What follows belongs to an exercise in optimizing a design on an open flow for small area, a short achievable clock period and few clock cycles; a production flow would make more cautious choices.
In this exercise RTL edits were held to simulation tests only and were not proved equivalent to the original.

==> 09-02 <==
==> flow/design.v <==
`default_nettype none
package rv_pkg;
  localparam int XLEN = 32;
  typedef logic [XLEN-1:0] word_t;
  typedef logic [4:0]      reg_addr_t;
  localparam logic [6:0] OPC_OP     = 7'b0110011;
  localparam logic [6:0] OPC_OP_IMM = 7'b0010011;
  localparam logic [6:0] OPC_LOAD   = 7'b0000011;
  localparam logic [6:0] OPC_STORE  = 7'b0100011;
  localparam logic [6:0] OPC_BRANCH = 7'b1100011;
  localparam logic [6:0] OPC_LUI    = 7'b0110111;
endpackage
`default_nettype wire
`timescale 1ns/10ps
`default_nettype none
module rv_alu (
  input  rv_pkg::word_t a,
  input  rv_pkg::word_t p,
  input  rv_pkg::word_t g,
  input  logic          cin,
  input  logic [4:0]    shamt,
  input  logic [2:0]    f3,
  input  logic          alt,      
  output rv_pkg::word_t sum,      
  output rv_pkg::word_t y,
  output logic          eq,       
  output logic          lt_s,
  output logic          lt_u
);
  logic [31:0] gg [0:5];
  logic [31:0] pp [0:5];
  logic [32:0] carry;
  logic        left;
  logic [31:0] sh_in;
  logic [31:0] sh_out;
  logic [31:0] sh_rev;
  logic        fill;
  always_comb
  begin
    gg[0] = g;
    pp[0] = p;
    gg[0][0] = g[0] | (p[0] & cin);
    for (int l = 0; l < 5; l++)
    begin
      for (int i = 0; i < 32; i++)
      begin
        if (i >= (1 << l))
        begin
          gg[l+1][i] = gg[l][i] | (pp[l][i] & gg[l][i - (1 << l)]);
          pp[l+1][i] = pp[l][i] & pp[l][i - (1 << l)];
        end
        else
        begin
          gg[l+1][i] = gg[l][i];
          pp[l+1][i] = pp[l][i];
        end
      end
    end
  end
  assign carry = {gg[5], cin};
  assign sum   = p ^ carry[31:0];
  assign eq   = &p;
  assign lt_u = ~carry[32];
  assign lt_s = p[31] ? sum[31] : a[31];
  assign left = ~f3[2];
  assign fill = alt & a[31];
  always_comb
  begin
    for (int i = 0; i < 32; i++)
      sh_in[i] = left ? a[31-i] : a[i];
  end
  assign sh_out = $unsigned($signed({fill, sh_in}) >>> shamt);
  always_comb
  begin
    for (int i = 0; i < 32; i++)
      sh_rev[i] = sh_out[31-i];
  end
  always_comb
  begin
    case (f3)
      3'b000:  y = sum;
      3'b001:  y = sh_rev;
      3'b010:  y = {31'b0, lt_s};
      3'b011:  y = {31'b0, lt_u};
      3'b100:  y = p;           
      3'b101:  y = sh_out;
      3'b110:  y = p | g;       
      default: y = g;           
    endcase
  end
endmodule
`default_nettype wire
`timescale 1ns/10ps
`default_nettype none
module rv_regfile (
  input  logic              clk,
  input  rv_pkg::reg_addr_t rs1,
  input  rv_pkg::reg_addr_t rs2,
  output rv_pkg::word_t     rs1_data,
  output rv_pkg::word_t     rs2_data,
  input  logic              wr_en,
  input  rv_pkg::reg_addr_t wr_addr,
  input  rv_pkg::word_t     wr_data
);
  rv_pkg::word_t regs [1:31];
  always_ff @(posedge clk)
  begin
    if (wr_en && (wr_addr != '0))
      regs[wr_addr] <= wr_data;
  end
  always_comb
  begin
    rs1_data = '0;
    rs2_data = '0;
    for (int i = 1; i < 32; i++)
    begin
      rs1_data = rs1_data | ({32{rs1 == 5'(i)}} & regs[i]);
      rs2_data = rs2_data | ({32{rs2 == 5'(i)}} & regs[i]);
    end
  end
endmodule
`default_nettype wire
`timescale 1ns/10ps
`default_nettype none
module rv_core (
  input  logic          clk,
  input  logic          arst_n,
  output rv_pkg::word_t imem_addr,
  input  rv_pkg::word_t imem_data,
  output rv_pkg::word_t dmem_addr,
  output rv_pkg::word_t dmem_wdata,
  output logic          dmem_wr_en,
  output logic          dmem_rd_en,
  input  rv_pkg::word_t dmem_rdata,
  output logic          halt
);
  logic [7:0]        pc;           
  rv_pkg::word_t     instr;
  logic [6:0]        opcode;
  logic [2:0]        funct3;
  rv_pkg::reg_addr_t rs1;
  rv_pkg::reg_addr_t rs2;
  rv_pkg::reg_addr_t rd;
  logic              is_op;
  logic              is_op_imm;
  logic              is_load;
  logic              is_store;
  logic              is_branch;
  logic              is_lui;
  logic              is_sub;
  logic              zero_word;
  logic              writes_rd;
  logic              uses_rs1;
  logic              uses_rs2;
  rv_pkg::word_t     imm;
  logic [7:0]        br_off;
  logic [7:0]        pc_inc;
  logic [7:0]        pc_tgt;
  logic              guess;
  logic              predict;
  rv_pkg::word_t     rf_a;
  rv_pkg::word_t     rf_b;
  rv_pkg::word_t     val_a;
  rv_pkg::word_t     val_b;
  rv_pkg::word_t     op_a;
  rv_pkg::word_t     sel_b;
  rv_pkg::word_t     op_b;
  logic              is_cmp;
  logic              inv_b;
  logic              stall;        
  logic              stop;         
  logic              go;           
  logic              x_valid;
  logic              x_we;         
  rv_pkg::reg_addr_t x_rd;
  logic              x_load;
  logic              x_store;
  logic              x_branch;
  logic [2:0]        x_f3;
  logic              x_alt;
  logic              x_cin;
  logic              x_pred;
  logic [7:0]        x_alt_pc;     
  rv_pkg::word_t     x_a;          
  rv_pkg::word_t     x_p;          
  rv_pkg::word_t     x_g;          
  logic [4:0]        x_shamt;
  rv_pkg::word_t     x_sd;         
  rv_pkg::word_t     sum;
  rv_pkg::word_t     x_y;
  logic              eq;
  logic              lt_s;
  logic              lt_u;
  logic              taken;
  logic              mispredict;
  logic              m_valid;
  logic              m_we;
  rv_pkg::reg_addr_t m_rd;
  logic              m_load;
  logic              m_store;
  rv_pkg::word_t     m_res;        
  rv_pkg::word_t     m_sd;
  rv_pkg::word_t     wb_data;
  logic              halt_next;    
  assign instr  = imem_data;
  assign opcode = instr[6:0];
  assign funct3 = instr[14:12];
  assign rs1    = instr[19:15];
  assign rs2    = instr[24:20];
  assign rd     = instr[11:7];
  assign is_op     = (opcode == rv_pkg::OPC_OP);
  assign is_op_imm = (opcode == rv_pkg::OPC_OP_IMM);
  assign is_load   = (opcode == rv_pkg::OPC_LOAD);
  assign is_store  = (opcode == rv_pkg::OPC_STORE);
  assign is_branch = (opcode == rv_pkg::OPC_BRANCH);
  assign is_lui    = (opcode == rv_pkg::OPC_LUI);
  assign zero_word = (instr == '0);
  assign is_sub    = is_op & instr[30] & (funct3 == 3'b000);
  assign writes_rd = is_op | is_op_imm | is_load | is_lui;
  assign uses_rs1  = is_op | is_op_imm | is_load | is_store | is_branch;
  assign uses_rs2  = is_op | is_store | is_branch;
  always_comb
  begin
    if (is_lui)
      imm = {instr[31:12], 12'b0};
    else if (is_store)
      imm = {{20{instr[31]}}, instr[31:25], instr[11:7]};
    else
      imm = {{20{instr[31]}}, instr[31:20]};
  end
  assign br_off  = {instr[29:25], instr[11:9]};
  assign pc_inc  = pc + 8'd1;
  assign pc_tgt  = pc + br_off;
  always_comb
  begin
    if (rs1 == rs2)
      guess = (funct3 == 3'b000) | (funct3[2] & funct3[0]);
    else if (funct3[2] & funct3[1] & (rs1 == '0))
      guess = ~funct3[0];
    else
      guess = instr[31] | funct3[0];
  end
  assign predict = is_branch & guess;
  rv_regfile i_regfile (
    .clk,
    .rs1,
    .rs2,
    .rs1_data (rf_a),
    .rs2_data (rf_b),
    .wr_en    (m_we),
    .wr_addr  (m_rd),
    .wr_data  (wb_data)
  );
  always_comb
  begin
    if (x_we && (x_rd == rs1))
      val_a = x_y;
    else if (m_we && (m_rd == rs1))
      val_a = wb_data;
    else
      val_a = rf_a;
    if (x_we && (x_rd == rs2))
      val_b = x_y;
    else if (m_we && (m_rd == rs2))
      val_b = wb_data;
    else
      val_b = rf_b;
  end
  assign is_cmp = (is_op | is_op_imm) & (funct3[2:1] == 2'b01);
  assign inv_b  = is_sub | is_cmp | is_branch;
  assign op_a   = is_lui ? '0 : val_a;
  assign sel_b  = (is_op | is_branch) ? val_b : imm;
  assign op_b   = inv_b ? ~sel_b : sel_b;
  assign stall = x_valid && x_load && (x_rd != '0) &&
                 ((uses_rs1 && (rs1 == x_rd)) || (uses_rs2 && (rs2 == x_rd)));
  assign stop  = !halt && !halt_next && !mispredict && zero_word;
  assign go    = !halt && !halt_next && !mispredict && !zero_word && !stall;
  always_ff @(posedge clk or negedge arst_n)
  begin
    if (!arst_n)
    begin
      pc        <= '0;
      x_valid   <= 1'b0;
      x_we      <= 1'b0;
      m_valid   <= 1'b0;
      m_we      <= 1'b0;
      halt_next <= 1'b0;
      halt      <= 1'b0;
    end
    else
    begin
      x_valid <= go;
      x_we    <= go && writes_rd && !is_load && (rd != '0);
      m_valid <= x_valid;
      m_we    <= x_valid && (x_we || (x_load && (x_rd != '0)));
      if (stop)
      begin
        if (x_valid && (x_load || x_store))
          halt_next <= 1'b1;
        else
          halt <= 1'b1;
      end
      if (halt_next)
        halt <= 1'b1;
      if (mispredict)
        pc <= x_alt_pc;
      else if (go)
        pc <= predict ? pc_tgt : pc_inc;
    end
  end
  always_ff @(posedge clk)
  begin
    x_rd     <= rd;
    x_load   <= is_load;
    x_store  <= is_store;
    x_branch <= is_branch;
    x_f3     <= (is_lui | is_load | is_store) ? 3'b000 : funct3;
    x_alt    <= instr[30] & (is_op | (is_op_imm & (funct3 == 3'b101)));
    x_pred   <= predict;
    x_alt_pc <= predict ? pc_inc : pc_tgt;
    x_cin    <= inv_b;
    x_a      <= val_a;
    x_p      <= op_a ^ op_b;
    x_g      <= op_a & op_b;
    x_shamt  <= sel_b[4:0];
    x_sd     <= val_b;
  end
  rv_alu i_alu (
    .a     (x_a),
    .p     (x_p),
    .g     (x_g),
    .cin   (x_cin),
    .shamt (x_shamt),
    .f3    (x_f3),
    .alt   (x_alt),
    .sum,
    .y     (x_y),
    .eq,
    .lt_s,
    .lt_u
  );
  always_comb
  begin
    case (x_f3)
      3'b000:  taken = eq;
      3'b001:  taken = !eq;
      3'b100:  taken = lt_s;
      3'b101:  taken = !lt_s;
      3'b110:  taken = lt_u;
      3'b111:  taken = !lt_u;
      default: taken = 1'b0;
    endcase
  end
  assign mispredict = x_valid && x_branch && (taken != x_pred);
  always_ff @(posedge clk)
  begin
    m_rd    <= x_rd;
    m_load  <= x_load;
    m_store <= x_store;
    m_res   <= x_y;
    m_sd    <= x_sd;
  end
  assign wb_data = m_load ? dmem_rdata : m_res;
  assign imem_addr  = {22'b0, pc, 2'b00};
  assign dmem_addr  = m_res;
  assign dmem_wdata = m_sd;
  assign dmem_rd_en = m_valid && m_load;
  assign dmem_wr_en = m_valid && m_store;
endmodule
`default_nettype wire
==> flow/run.sh <==
#!/bin/bash
# synth_recipe.tcl (not shown) runs the flow's synth.tcl, then flattens the netlist and writes it again
# the make line also repeats each setting of config.mk as NAME=value (left out here)
make -C /OpenROAD-flow-scripts/flow DESIGN_CONFIG=/design/flow/config.mk WORK_HOME=/design/flow/orfs CLKGATE_MAP_FILE= SYNTH_SCRIPT=/design/flow/synth_recipe.tcl finish
==> flow/config.mk <==
export PLATFORM = sky130hd
export DESIGN_NAME = rv_core
export DESIGN_NICKNAME = rv_core
export VERILOG_FILES = /design/flow/design.v
export SDC_FILE = /design/flow/constraint.sdc
export NUM_CORES = 4
export LEC_CHECK = 0
export ABC_AREA = 1
export CAP_MARGIN = 20
export CORE_MARGIN = 2
export CORE_UTILIZATION = 40
export SETUP_SLACK_MARGIN = 4.5
export SLEW_MARGIN = 20
export TNS_END_PERCENT = 0
==> flow/constraint.sdc <==
create_clock -name core_clock -period 8.0 [get_ports {clk}]
set_input_delay 1.6000 -clock core_clock [delete_from_list [all_inputs] [get_ports {clk}]]
set_output_delay 1.6000 -clock core_clock [all_outputs]
set_load 0.01 [all_outputs]
==> inputs of 04-14, as changes to 09-02 <==
==> flow/design.v, changed modules only <==
module rv_regfile (
  input  logic              clk,
  input  rv_pkg::reg_addr_t rs1,
  input  rv_pkg::reg_addr_t rs2,
  output rv_pkg::word_t     rs1_data,
  output rv_pkg::word_t     rs2_data,
  input  logic              wr_en,
  input  rv_pkg::reg_addr_t wr_addr,
  input  rv_pkg::word_t     wr_data
);
  rv_pkg::word_t regs [1:31];
  logic [31:1]   we;
  logic          byp1;
  logic          byp2;
  always_comb
  begin
    for (int i = 1; i < 32; i++)
      we[i] = wr_en && (wr_addr == 5'(i));
  end
  always_ff @(posedge clk)
  begin
    for (int i = 1; i < 32; i++)
      if (we[i])
        regs[i] <= wr_data;
  end
  assign byp1 = wr_en && (wr_addr != '0) && (wr_addr == rs1);
  assign byp2 = wr_en && (wr_addr != '0) && (wr_addr == rs2);
  always_comb
  begin
    rs1_data = {32{byp1}} & wr_data;
    rs2_data = {32{byp2}} & wr_data;
    for (int i = 1; i < 32; i++)
    begin
      rs1_data = rs1_data | ({32{(rs1 == 5'(i)) && !we[i]}} & regs[i]);
      rs2_data = rs2_data | ({32{(rs2 == 5'(i)) && !we[i]}} & regs[i]);
    end
  end
endmodule
module rv_core (
  input  logic          clk,
  input  logic          arst_n,
  output rv_pkg::word_t imem_addr,
  input  rv_pkg::word_t imem_data,
  output rv_pkg::word_t dmem_addr,
  output rv_pkg::word_t dmem_wdata,
  output logic          dmem_wr_en,
  output logic          dmem_rd_en,
  input  rv_pkg::word_t dmem_rdata,
  output logic          halt
);
  logic [7:0]        pc;           
  rv_pkg::word_t     instr;
  logic [6:0]        opcode;
  logic [2:0]        funct3;
  rv_pkg::reg_addr_t rs1;
  rv_pkg::reg_addr_t rs2;
  rv_pkg::reg_addr_t rd;
  logic              is_op;
  logic              is_op_imm;
  logic              is_load;
  logic              is_store;
  logic              is_branch;
  logic              is_lui;
  logic              is_sub;
  logic              zero_word;
  logic              writes_rd;
  logic              uses_rs1;
  logic              uses_rs2;
  rv_pkg::word_t     imm;
  logic [7:0]        br_off;
  logic [7:0]        pc_inc;
  logic [7:0]        pc_tgt;
  logic              guess;
  logic              predict;
  rv_pkg::word_t     rf_a;
  rv_pkg::word_t     rf_b;
  rv_pkg::word_t     val_a;
  rv_pkg::word_t     val_b;
  rv_pkg::word_t     op_a;
  rv_pkg::word_t     sel_b;
  rv_pkg::word_t     op_b;
  logic              is_cmp;
  logic              inv_b;
  logic              stop;         
  logic              go;           
  logic              x_valid;
  logic              x_we;         
  logic              x_fa;         
  logic              x_fb;         
  logic              x_fsd;        
  logic              x_inv;        
  rv_pkg::reg_addr_t x_rd;
  logic              x_load;
  logic              x_store;
  logic              x_branch;
  logic [2:0]        x_f3;
  logic              x_alt;
  logic              x_cin;
  logic              x_pred;
  logic [7:0]        x_alt_pc;     
  rv_pkg::word_t     x_a;          
  rv_pkg::word_t     x_b;          
  rv_pkg::word_t     x_sd;         
  rv_pkg::word_t     fa;
  rv_pkg::word_t     fb;
  rv_pkg::word_t     fsd;
  rv_pkg::word_t     fp;
  rv_pkg::word_t     fg;
  rv_pkg::word_t     sum;
  rv_pkg::word_t     x_y;
  logic              eq;
  logic              lt_s;
  logic              lt_u;
  logic              taken;
  logic              mispredict;
  logic              m_valid;
  logic              m_we;
  rv_pkg::reg_addr_t m_rd;
  logic              m_load;
  logic              m_store;
  rv_pkg::word_t     m_res;        
  rv_pkg::word_t     m_sd;
  rv_pkg::word_t     wb_data;
  logic              halt_next;    
  assign instr  = imem_data;
  assign opcode = instr[6:0];
  assign funct3 = instr[14:12];
  assign rs1    = instr[19:15];
  assign rs2    = instr[24:20];
  assign rd     = instr[11:7];
  assign is_op     = (opcode == rv_pkg::OPC_OP);
  assign is_op_imm = (opcode == rv_pkg::OPC_OP_IMM);
  assign is_load   = (opcode == rv_pkg::OPC_LOAD);
  assign is_store  = (opcode == rv_pkg::OPC_STORE);
  assign is_branch = (opcode == rv_pkg::OPC_BRANCH);
  assign is_lui    = (opcode == rv_pkg::OPC_LUI);
  assign zero_word = (instr == '0);
  assign is_sub    = is_op & instr[30] & (funct3 == 3'b000);
  assign writes_rd = is_op | is_op_imm | is_load | is_lui;
  assign uses_rs1  = is_op | is_op_imm | is_load | is_store | is_branch;
  assign uses_rs2  = is_op | is_store | is_branch;
  always_comb
  begin
    if (is_lui)
      imm = {instr[31:12], 12'b0};
    else if (is_store)
      imm = {{20{instr[31]}}, instr[31:25], instr[11:7]};
    else
      imm = {{20{instr[31]}}, instr[31:20]};
  end
  assign br_off  = {instr[29:25], instr[11:9]};
  assign pc_inc  = pc + 8'd1;
  assign pc_tgt  = pc + br_off;
  always_comb
  begin
    if (rs1 == rs2)
      guess = (funct3 == 3'b000) | (funct3[2] & funct3[0]);
    else if (funct3[2] & funct3[1] & (rs1 == '0))
      guess = ~funct3[0];
    else
      guess = instr[31] | funct3[0];
  end
  assign predict = is_branch & guess;
  rv_regfile i_regfile (
    .clk,
    .rs1,
    .rs2,
    .rs1_data (rf_a),
    .rs2_data (rf_b),
    .wr_en    (m_we),
    .wr_addr  (m_rd),
    .wr_data  (wb_data)
  );
  assign val_a = rf_a;
  assign val_b = rf_b;
  assign is_cmp = (is_op | is_op_imm) & (funct3[2:1] == 2'b01);
  assign inv_b  = is_sub | is_cmp | is_branch;
  assign op_a   = is_lui ? '0 : val_a;
  assign sel_b  = (is_op | is_branch) ? val_b : imm;
  assign op_b   = inv_b ? ~sel_b : sel_b;
  assign stop  = !halt && !halt_next && !mispredict && zero_word;
  assign go    = !halt && !halt_next && !mispredict && !zero_word;
  always_ff @(posedge clk or negedge arst_n)
  begin
    if (!arst_n)
    begin
      pc        <= '0;
      x_valid   <= 1'b0;
      x_we      <= 1'b0;
      m_valid   <= 1'b0;
      m_we      <= 1'b0;
      halt_next <= 1'b0;
      halt      <= 1'b0;
    end
    else
    begin
      x_valid <= go;
      x_we    <= go && writes_rd && (rd != '0);
      m_valid <= x_valid;
      m_we    <= x_we;
      if (stop)
      begin
        if (x_valid && (x_load || x_store))
          halt_next <= 1'b1;
        else
          halt <= 1'b1;
      end
      if (halt_next)
        halt <= 1'b1;
      if (mispredict)
        pc <= x_alt_pc;
      else if (go)
        pc <= predict ? pc_tgt : pc_inc;
    end
  end
  always_ff @(posedge clk)
  begin
    x_rd     <= rd;
    x_load   <= is_load;
    x_store  <= is_store;
    x_branch <= is_branch;
    x_f3     <= (is_lui | is_load | is_store) ? 3'b000 : funct3;
    x_alt    <= instr[30] & (is_op | (is_op_imm & (funct3 == 3'b101)));
    x_pred   <= predict;
    x_alt_pc <= predict ? pc_inc : pc_tgt;
    x_cin    <= inv_b;
    x_inv    <= inv_b;
    x_a      <= op_a;
    x_b      <= op_b;
    x_sd     <= val_b;
    x_fa     <= x_we && (x_rd == rs1) && uses_rs1;
    x_fb     <= x_we && (x_rd == rs2) && (is_op || is_branch);
    x_fsd    <= x_we && (x_rd == rs2) && is_store;
  end
  assign fa  = x_fa ? wb_data : x_a;
  assign fb  = x_fb ? (wb_data ^ {32{x_inv}}) : x_b;
  assign fsd = x_fsd ? wb_data : x_sd;
  assign fp  = fa ^ fb;
  assign fg  = fa & fb;
  rv_alu i_alu (
    .a     (fa),
    .p     (fp),
    .g     (fg),
    .cin   (x_cin),
    .shamt (fb[4:0]),
    .f3    (x_f3),
    .alt   (x_alt),
    .sum,
    .y     (x_y),
    .eq,
    .lt_s,
    .lt_u
  );
  always_comb
  begin
    case (x_f3)
      3'b000:  taken = eq;
      3'b001:  taken = !eq;
      3'b100:  taken = lt_s;
      3'b101:  taken = !lt_s;
      3'b110:  taken = lt_u;
      3'b111:  taken = !lt_u;
      default: taken = 1'b0;
    endcase
  end
  assign mispredict = x_valid && x_branch && (taken != x_pred);
  always_ff @(posedge clk)
  begin
    m_rd    <= x_rd;
    m_load  <= x_load;
    m_store <= x_store;
    m_res   <= x_y;
    m_sd    <= fsd;
  end
  assign wb_data = m_load ? dmem_rdata : m_res;
  assign imem_addr  = {22'b0, pc, 2'b00};
  assign dmem_addr  = m_res;
  assign dmem_wdata = m_sd;
  assign dmem_rd_en = m_valid && m_load;
  assign dmem_wr_en = m_valid && m_store;
endmodule
--- a/flow/config.mk
+++ b/flow/config.mk
@@ -10,4 +10,6 @@
 export CORE_MARGIN = 2
 export CORE_UTILIZATION = 40
+export CTS_CLUSTER_DIAMETER = 80
+export CTS_CLUSTER_SIZE = 22
 export SETUP_SLACK_MARGIN = 4.5
 export SLEW_MARGIN = 20
==> run_results.csv <==
group,metric,value,unit
run_status,status,"finished clean",
critical_path,slowest_delay,370,ps
die,die_x,391,um
global_route,grt_pass1_wl,460,mm
die,die_area,153000,sq um
synth,ys_ff_latch,1232,
route,drt_pre_antenna_iters,13,
global_route,grt_use_met1,51.8,%
cts,cts.sinks,1232,
Source of the figures above: 09-02

==> run_results.csv <==
group,metric,value,unit
global_route,grt_pass1_wl,482,mm
cts,clock-root-buffer,"clkbuf_16",
critical_path,slowest_delay,520,ps
cts,cts.sinks,1198,
die,die_x,394,um
finish,largest_cell_class,"flip-flops and latches",
route,drt_pre_antenna_iters,11,
die,die_area,155000,sq um
global_route,grt_usage,46.0,%
global_route,grt_use_met1,51.7,%
finish,fin_nets,7282,
run_status,status,"finished clean",
synth,ys_ff_latch,1198,
Source of the figures above: 04-14

Testbench counts of 09-02, summed over its fixed seeds: cycles 43,510.
Testbench counts of 04-14, summed over its fixed seeds: cycles 40,889.

==> port drivers added, routing unchanged <==
In the flow no input, the clock included, has a driving cell. The finished layouts below were timed again as built, in two steps. Step 1 assumes that a clkbuf_16 drives the clock port and a buf_2 every other input. Step 2 also shifts input and output timing later by t, the mid clock arrival at the registers, as if the neighbouring blocks saw the same clock. a / b / c = no drivers / after step 1 / after step 2; a / b = the first two.
| run | t, ns | setup WS [ns] | cell pins on the clock port's net |
|---|---|---|---|
| 09-02 | 0.891 | 4.143 / 4.185 / 3.294 | 1 |
| 04-14 | 0.804 | 3.873 / 3.931 / 3.127 | 1 |
After both steps every run listed still meets setup and hold. For 09-02, which loses most, drivers alone change the setup slack by +0.042 ns; drivers and shift together by -0.849 ns.
